This design comes from an exercise in tuning for small area, a short achievable clock period and few clock cycles on the open sky130 flow, not from production work. Function was checked by simulation only, so behaviour that the tests miss may differ from the original. Power is estimated from default activity; no workload was simulated.

==> v36: inputs <==
Design adaptive_throughput_meter, start of the top module:
module adaptive_throughput_meter #(
    parameter int HISTORY_SLOTS = 10
) (
    input  logic        i_clk,
    input  logic        i_rst_n,
    input  logic        i_in_valid,
    output logic        o_in_stall,
    input  logic [1:0]  i_kind,
    input  logic [15:0] i_byte_count,
    input  logic [9:0]  i_tick_ms,
    output logic        o_out_valid,
    input  logic        i_out_stall,
    output logic [31:0] o_speed,
    output logic        o_window_closed,
    output logic        o_averaged,
    input  logic        i_cfg_valid,
    output logic        o_cfg_ready,
    input  logic [atm_pkg::CFG_IW-1:0] i_cfg_index,
    input  logic [atm_pkg::CFG_DW-1:0] i_cfg_data
);
==> flow/config.mk <==
export PLATFORM = sky130hd
export DESIGN_NAME = adaptive_throughput_meter
export DESIGN_NICKNAME = adaptive_throughput_meter
export VERILOG_FILES = /design/flow/design.v
export SDC_FILE = /design/flow/constraint.sdc
export NUM_CORES = 4
export LEC_CHECK = 0
export CAP_MARGIN = 20
export CORE_MARGIN = 2
export CORE_UTILIZATION = 40
export SETUP_SLACK_MARGIN = 4.7
export SLEW_MARGIN = 20
==> flow/constraint.sdc <==
create_clock -name core_clock -period 8.5 [get_ports {i_clk}]
set_input_delay 1.7000 -clock core_clock [delete_from_list [all_inputs] [get_ports {i_clk}]]
set_output_delay 1.7000 -clock core_clock [all_outputs]
set_load 0.01 [all_outputs]
run.sh (not shown) runs the stock make flow with config.mk's settings and CLKGATE_MAP_FILE= SYNTH_SCRIPT=/design/flow/synth_recipe.tcl, a recipe that flattens the netlist after the stock synthesis.
==> inputs of v11, as changes to v36 <==
--- a/flow/design.v
+++ b/flow/design.v
@@ -98,11 +98,10 @@
     logic [31:0]       r_bytes;
     logic [15:0]       r_elapsed;
     logic [31:0]       r_hmin;
     logic [31:0]       r_hmax;
     logic              r_mdiv;       
-    logic              r_first;      
     logic              r_neg;        
     logic              r_qz;         
     logic [3:0]        r_cp;         
     logic [3:0]        r_cnt;        
     logic [15:0]       r_dvs;        
@@ -114,17 +113,10 @@
     logic              w_cip;
     logic              w_cls_fast;
     logic              w_cls_restart;
     logic              w_go_idle;
     logic              w_go_cip;
-    logic              w_go_pop;
-    logic [4:0]        w_n0_p1;
-    logic [4:0]        w_n0_m1;
-    logic [4:0]        w_n1_p1;
-    logic              r_cfg_d;      
-    logic              r_cfg_w;      
-    logic [15:0]       r_cfg_data;
     logic [17:0]       w_ga;
     logic [17:0]       w_gb;
     logic [17:0]       w_gc;
     logic [17:0]       w_gs;
     logic [17:0]       w_gk;
@@ -143,10 +135,15 @@
     logic [41:0]       w_x;
     logic              w_ge_min;
     logic              w_le_max;
     logic              w_trend;
     logic              w_reset_n;
+    logic              r_hc_gt;      
+    logic              r_h_first;    
+    logic              r_h_upd;      
+    logic              w_first;
+    logic [31:0]       w_cmp_y;
     logic              w_a_inv;
     logic              w_b_inv;
     logic [32:0]       w_sum;
     logic [31:0]       w_lz_in;
     logic              w_n_nz;
@@ -162,18 +159,10 @@
     logic [47:0]       w_sh3;
     logic              w_sat;
     logic              w_done;
     logic [15:0]       w_rem_n;
     logic [31:0]       w_quo_n;
-    function automatic logic [4:0] step5(input logic [4:0] v, input logic up);
-        logic c;
-        c = 1'b1;
-        for (int i = 0; i < 5; i++) begin
-            step5[i] = v[i] ^ c;
-            c        = c && (v[i] == up);
-        end
-    endfunction
     function automatic logic [6:0] msb64(input logic [63:0] v);
         logic [15:0][5:0] p;
         logic [15:0]      z;
         for (int k = 0; k < 16; k++) begin
             z[k] = |v[4*k +: 4];
@@ -194,16 +183,14 @@
     assign o_out_valid     = r_dv || r_c0 || (r_n0 != 5'd0);
     assign o_window_closed = !r_dv && r_c0;
     assign o_averaged      = !r_dv;
     assign o_speed         = r_dv ? r_quo : r_mean;
     assign w_pop           = o_out_valid && !i_out_stall;
-    assign w_n0_p1         = step5(r_n0, 1'b1);
-    assign w_n0_m1         = step5(r_n0, 1'b0);
-    assign w_n1_p1         = step5(r_n1, 1'b1);
     assign w_pop_n0        = w_pop && !r_dv && !r_c0;
     assign w_drained       = !r_dv && !r_c0 && (r_n0 == 5'd0);
     assign w_cip = r_cls && !r_idle;
+    assign w_fin = r_fin && w_drained;
     always_comb begin
         w_el_sum  = {1'b0, r_elapsed} + 17'(r_tick_ms);
         w_el_new  = w_el_sum[16] ? 16'hFFFF : w_el_sum[15:0];
         w_by_sum  = {1'b0, r_bytes} + 33'(r_byte_count);
         w_by_new  = w_by_sum[32] ? 32'hFFFF_FFFF : w_by_sum[31:0];
@@ -217,21 +204,21 @@
         w_closing = (r_kind == 2'd1) && (r_window != 16'hFFFF) && w_gap[17];
         w_rate    = (r_kind == 2'd1) ? (r_elapsed != 16'd0 || r_tick_ms != 10'd0)
                                      : (r_elapsed != 16'd0);
         w_cls_restart = (r_kind == 2'd2);
         w_cls_fast    = !w_closing && !w_cls_restart && (w_cip || !w_hc_z);
-        w_go_idle     = r_idle && (w_hc_z ? (!r_c0 && (r_n0 == 5'd0) && !r_dv)
+        w_go_idle     = r_idle && (w_hc_z ? (!r_c0 && (r_n0 == 5'd0) && (!r_dv || !i_out_stall))
                                           : (w_cls_restart ? w_drained : (r_n0 != 5'd31)));
         w_go_cip      = w_cip && !r_load && (r_n1 != 5'd31) && !w_closing && !w_cls_restart;
-        w_go_pop      = r_iv && r_idle && w_hc_z && !r_c0 && (r_n0 == 5'd0) && r_dv;
-        w_go          = (r_iv && (w_go_idle || w_go_cip)) || (w_go_pop && !i_out_stall);
-        w_fin         = r_fin && w_drained;
+        w_go          = r_iv && (w_go_idle || w_go_cip || (w_fin && w_closing));
         w_x       = {(42'(r_bytes) << 7) - (42'(r_bytes) << 1) - 42'(r_bytes)} << 3;
-        w_ge_min  = (r_hmin >= r_quo);
-        w_le_max  = (r_hmax <= r_quo);
+        w_cmp_y   = r_hc_gt ? r_mean : r_quo;
+        w_ge_min  = (r_hmin >= w_cmp_y);
+        w_le_max  = (r_hmax <= w_cmp_y);
         w_trend   = (r_depth == 4'd0) || w_ge_min || w_le_max;
-        w_reset_n = (r_hc > r_depth) && w_trend;
+        w_reset_n = r_hc_gt && w_trend;
+        w_first   = w_reset_n || (r_mcount == 16'd0);
         w_a_inv   = r_fin && r_neg;
         w_b_inv   = r_stor;
         w_sum     = {1'b0, r_quo ^ {32{w_a_inv}}} + {1'b0, r_mean ^ {32{w_b_inv}}}
                   + 33'(w_b_inv);
         w_lz_in   = r_load ? r_bytes : r_quo;
@@ -261,12 +248,10 @@
     );
     always_ff @(posedge i_clk) begin
         if (!i_rst_n) begin
             r_iv      <= 1'b0;
             r_iv2     <= 1'b0;
-            r_cfg_d   <= 1'b0;
-            r_cfg_w   <= 1'b0;
             r_idle    <= 1'b1;
             r_load    <= 1'b0;
             r_msb     <= 1'b0;
             r_norm    <= 1'b0;
             r_div     <= 1'b0;
@@ -293,32 +278,28 @@
                     r_c0 <= 1'b0;
                 end
             end
             if (w_fin) begin
                 r_c0 <= 1'b1;
-                r_n0 <= w_go ? w_n1_p1 : r_n1;
+                r_n0 <= r_n1 + 5'(w_go && !w_closing);
                 r_n1 <= '0;
             end else begin
-                if (w_go && r_idle && w_cls_fast && !w_pop_n0) begin
-                    r_n0 <= w_n0_p1;
-                end else if (w_pop_n0 && !(w_go && r_idle && w_cls_fast)) begin
-                    r_n0 <= w_n0_m1;
-                end
-                if (w_go && !r_idle) begin
-                    r_n1 <= w_n1_p1;
-                end
-            end
-            r_cfg_d <= w_cfg_acc && (i_cfg_index == CFG_DEPTH)
-                    && (i_cfg_data[3:0] < 4'(HISTORY_SLOTS));
-            r_cfg_w <= w_cfg_acc && (i_cfg_index == CFG_WINDOW);
-            if (r_cfg_d) begin
-                r_depth <= r_cfg_data[3:0];
-                r_hc    <= '0;
-                r_mean  <= '0;
+                r_n0 <= r_n0 + 5'(w_go && r_idle && w_cls_fast) - 5'(w_pop_n0);
+                r_n1 <= r_n1 + 5'(w_go && !r_idle);
             end
-            if (r_cfg_w) begin
-                r_window <= r_cfg_data;
+            if (w_cfg_acc) begin
+                case (i_cfg_index)
+                    CFG_DEPTH: begin
+                        if (i_cfg_data[3:0] < 4'(HISTORY_SLOTS)) begin
+                            r_depth <= i_cfg_data[3:0];
+                            r_hc    <= '0;
+                            r_mean  <= '0;
+                        end
+                    end
+                    CFG_WINDOW: r_window <= i_cfg_data;
+                    default: ;
+                endcase
             end
             if (w_go) begin
                 case (r_kind)
                     2'd0: r_bytes <= w_by_new;
                     2'd1: r_elapsed <= w_el_new;
@@ -329,27 +310,19 @@
                         r_mean    <= '0;
                         r_mcount  <= '0;
                     end
                     default: ;
                 endcase
-                if (r_idle && (w_closing || (w_hc_z && !w_cls_restart && w_rate))) begin
+                if (w_closing || (r_idle && w_hc_z && !w_cls_restart && w_rate)) begin
                     r_idle <= 1'b0;
                     r_load <= 1'b1;
                 end else if (r_idle && (w_cls_restart || w_hc_z)) begin
                     r_dv <= 1'b1;
                 end
             end
             if (r_load) begin
                 if (r_cls) begin
-                    if (r_hc > r_depth) begin
-                        r_hc <= '0;
-                    end
-                    if (w_reset_n || r_mcount == 16'd0) begin
-                        r_mcount <= 16'd1;
-                    end else if (r_mcount != 16'hFFFF) begin
-                        r_mcount <= r_mcount + 16'd1;
-                    end
                     r_bytes   <= '0;
                     r_elapsed <= '0;
                 end
                 r_load <= 1'b0;
                 r_norm <= 1'b1;
@@ -377,21 +350,26 @@
                     r_dv   <= 1'b1;
                 end
             end
             if (r_stor) begin
                 r_stor <= 1'b0;
-                r_hc   <= r_hc + 4'd1;
-                if (r_first) begin
+                r_hc   <= r_hc_gt ? 4'd1 : r_hc + 4'd1;
+                if (w_first) begin
+                    r_mcount <= 16'd1;
+                end else if (r_mcount != 16'hFFFF) begin
+                    r_mcount <= r_mcount + 16'd1;
+                end
+                if (w_first) begin
                     r_fin <= 1'b1;
                 end else begin
                     r_msb <= 1'b1;
                 end
             end
             if (w_fin) begin
                 r_fin  <= 1'b0;
-                r_mean <= r_first ? r_quo : w_sum[31:0];
-                r_idle <= 1'b1;
+                r_mean <= w_sum[31:0];
+                r_idle <= !(w_go && w_closing);
             end
         end
     end
     always_ff @(posedge i_clk) begin
         if ((w_go && (r_iv2 || w_take)) || (!r_iv && w_take)) begin
@@ -400,23 +378,24 @@
         end
         if (w_take && r_iv) begin
             r_kind2 <= i_kind;
             r_val2  <= w_in_val;
         end
-        r_cfg_data <= i_cfg_data;
-        if (w_go && r_idle) begin
+        if (w_go && (r_idle || w_closing)) begin
             r_cls  <= w_closing;
             r_mdiv <= 1'b0;
             r_dvs  <= (r_kind == 2'd1) ? w_el_new : r_elapsed;
-            r_quo  <= (w_hc_z || w_cls_restart) ? 32'd0 : r_mean;
+            r_quo  <= '0;
         end
         if (r_load || r_msb) begin
             r_qz <= w_qz;
             r_cp <= w_cp;
         end
         if (r_load) begin
-            r_first <= w_reset_n || r_mcount == 16'd0;
+            r_hc_gt   <= (r_hc > r_depth);
+            r_h_first <= (r_hc > r_depth) || (r_hc == 4'd0);
+            r_h_upd   <= (r_hc > r_depth) ? (r_depth != 4'd0) : (r_hc < r_depth);
             r_rem   <= 16'(w_x[41:32]);
             r_quo   <= w_x[31:0];
         end
         if (r_norm) begin
             r_cnt <= r_cp;
@@ -432,19 +411,17 @@
             r_cnt <= r_cnt - 4'd1;
             r_rem <= w_rem_n;
             r_quo <= w_quo_n;
         end
         if (r_stor) begin
-            if (r_hc < r_depth) begin
-                if (w_hc_z || w_ge_min) r_hmin <= r_quo;
-                if (w_hc_z || w_le_max) r_hmax <= r_quo;
-            end
-            if (!r_first) begin
-                r_mdiv <= 1'b1;
-                r_neg  <= !w_sum[32];
-                r_dvs  <= r_mcount;
-                r_rem  <= '0;
-                r_quo  <= w_sum[32] ? w_sum[31:0] : ~w_sum[31:0];
-            end
+            if (r_h_upd) begin
+                if (r_h_first || w_ge_min) r_hmin <= r_quo;
+                if (r_h_first || w_le_max) r_hmax <= r_quo;
+            end
+            r_mdiv <= 1'b1;
+            r_neg  <= !w_sum[32];
+            r_dvs  <= r_mcount + 16'(r_mcount != 16'hFFFF);
+            r_rem  <= '0;
+            r_quo  <= w_sum[32] ? w_sum[31:0] : ~w_sum[31:0];
         end
     end
 endmodule
==> summary of the runs <==
Of v11 and v36, v36 has the higher global-route usage (gap 1.8 points).
Worst setup slack: v11 is worse than v36 (0.19 ns).
In v11 the area after synthesis is lower than in v36, by about 0.7%.
Between v36 and v11, the lower synthesized cell count is in v11 (gap 4.7%, measured against v11).
In v11 the maximum frequency is lower than in v36, by 4.7%.
Between v11 and v36, the lower clock power is in v11 (gap about 8%, measured against v36).
In v11 the combinational power is smaller than in v36, by 52%.
Against v11, the sequential share of layout area of v36 is lower by 0.49 points.
In v36 the via count is higher than in v11, by about 3.6%.
Between v11 and v36, the lower total power is in v11 (gap 38%, measured against v36).
==> figures <==
	v36	v11
Max transition margin	21.9%	28.4%
Worst path arrival time	2.18 ns	4.52 ns
Proportion of cell area occupied by multi-input gates	60.4%	59.9%
Run status	no timing/DRC/antenna violations	no timing/DRC/antenna violations
Overall power consumption	11600 µW	7190 µW
Met1 WL	46400 µm	44300 µm
Post-Syn Nets	4010	3858
GRT met1 Usage	36.5%	33.2%
Vias in the first global route	26600	25900
Number of synthesized flops with an enable pin	112	162
Synthesized instance count	3600	3437
Number of buffers inserted to repair setup after CTS	52	87
Worst VDD drop	260 µV	145 µV
Area growth from synthesis to layout	16.8%	17.8%
Most frequent cell after synthesis	sky130_fd_sc_hd__nand2_1	sky130_fd_sc_hd__ha_1
Reg2Reg Capture Point	r_cp[3]	r_n0[2]
Utilization after layout	47.2%	47.5%
Floorplan die area	77600 µm²	77000 µm²
Buffers excl. clock	244	279
Mux share of post-synthesis cell area	5.98%	7.75%
Post-layout worst setup margin	4.62 ns	4.42 ns
Final worst path period share	45.7%	48.0%
Testbench counts of v36, summed over its fixed seeds: cycles 30,114.
Testbench counts of v11, summed over its fixed seeds: cycles 29,492.

## what the ideal ports hide
How much do the figures lean on ideal ports? The routed layouts below were timed once more, with nothing changed but the port constraints.
Step 1 sets driving cells, clkbuf_16 on the clock port and buf_2 on the other inputs (assumed; they add their load-dependent delay and slew).
Step 2 moves the port delays by t, midway between the first and last clock arrival at a register: inputs arrive t later, outputs are due t later. That takes back most of the time a late clock gives input paths.
Three values: ideal ports, drivers, drivers and shift; two values: the first two.
run	t (ns)	setup slack, ns	worst setup path at the end	worst register clock-pin slew, ns
v36	0.645	4.616 / 4.551 / 4.193	input to register	0.07 / 0.07
v11	0.627	4.424 / 4.424 / 3.874	input to register	0.07 / 0.07
After both steps every run listed still meets setup and hold. For v11, which loses most, drivers alone change the setup slack by 0.000 ns; drivers and shift together by -0.550 ns.
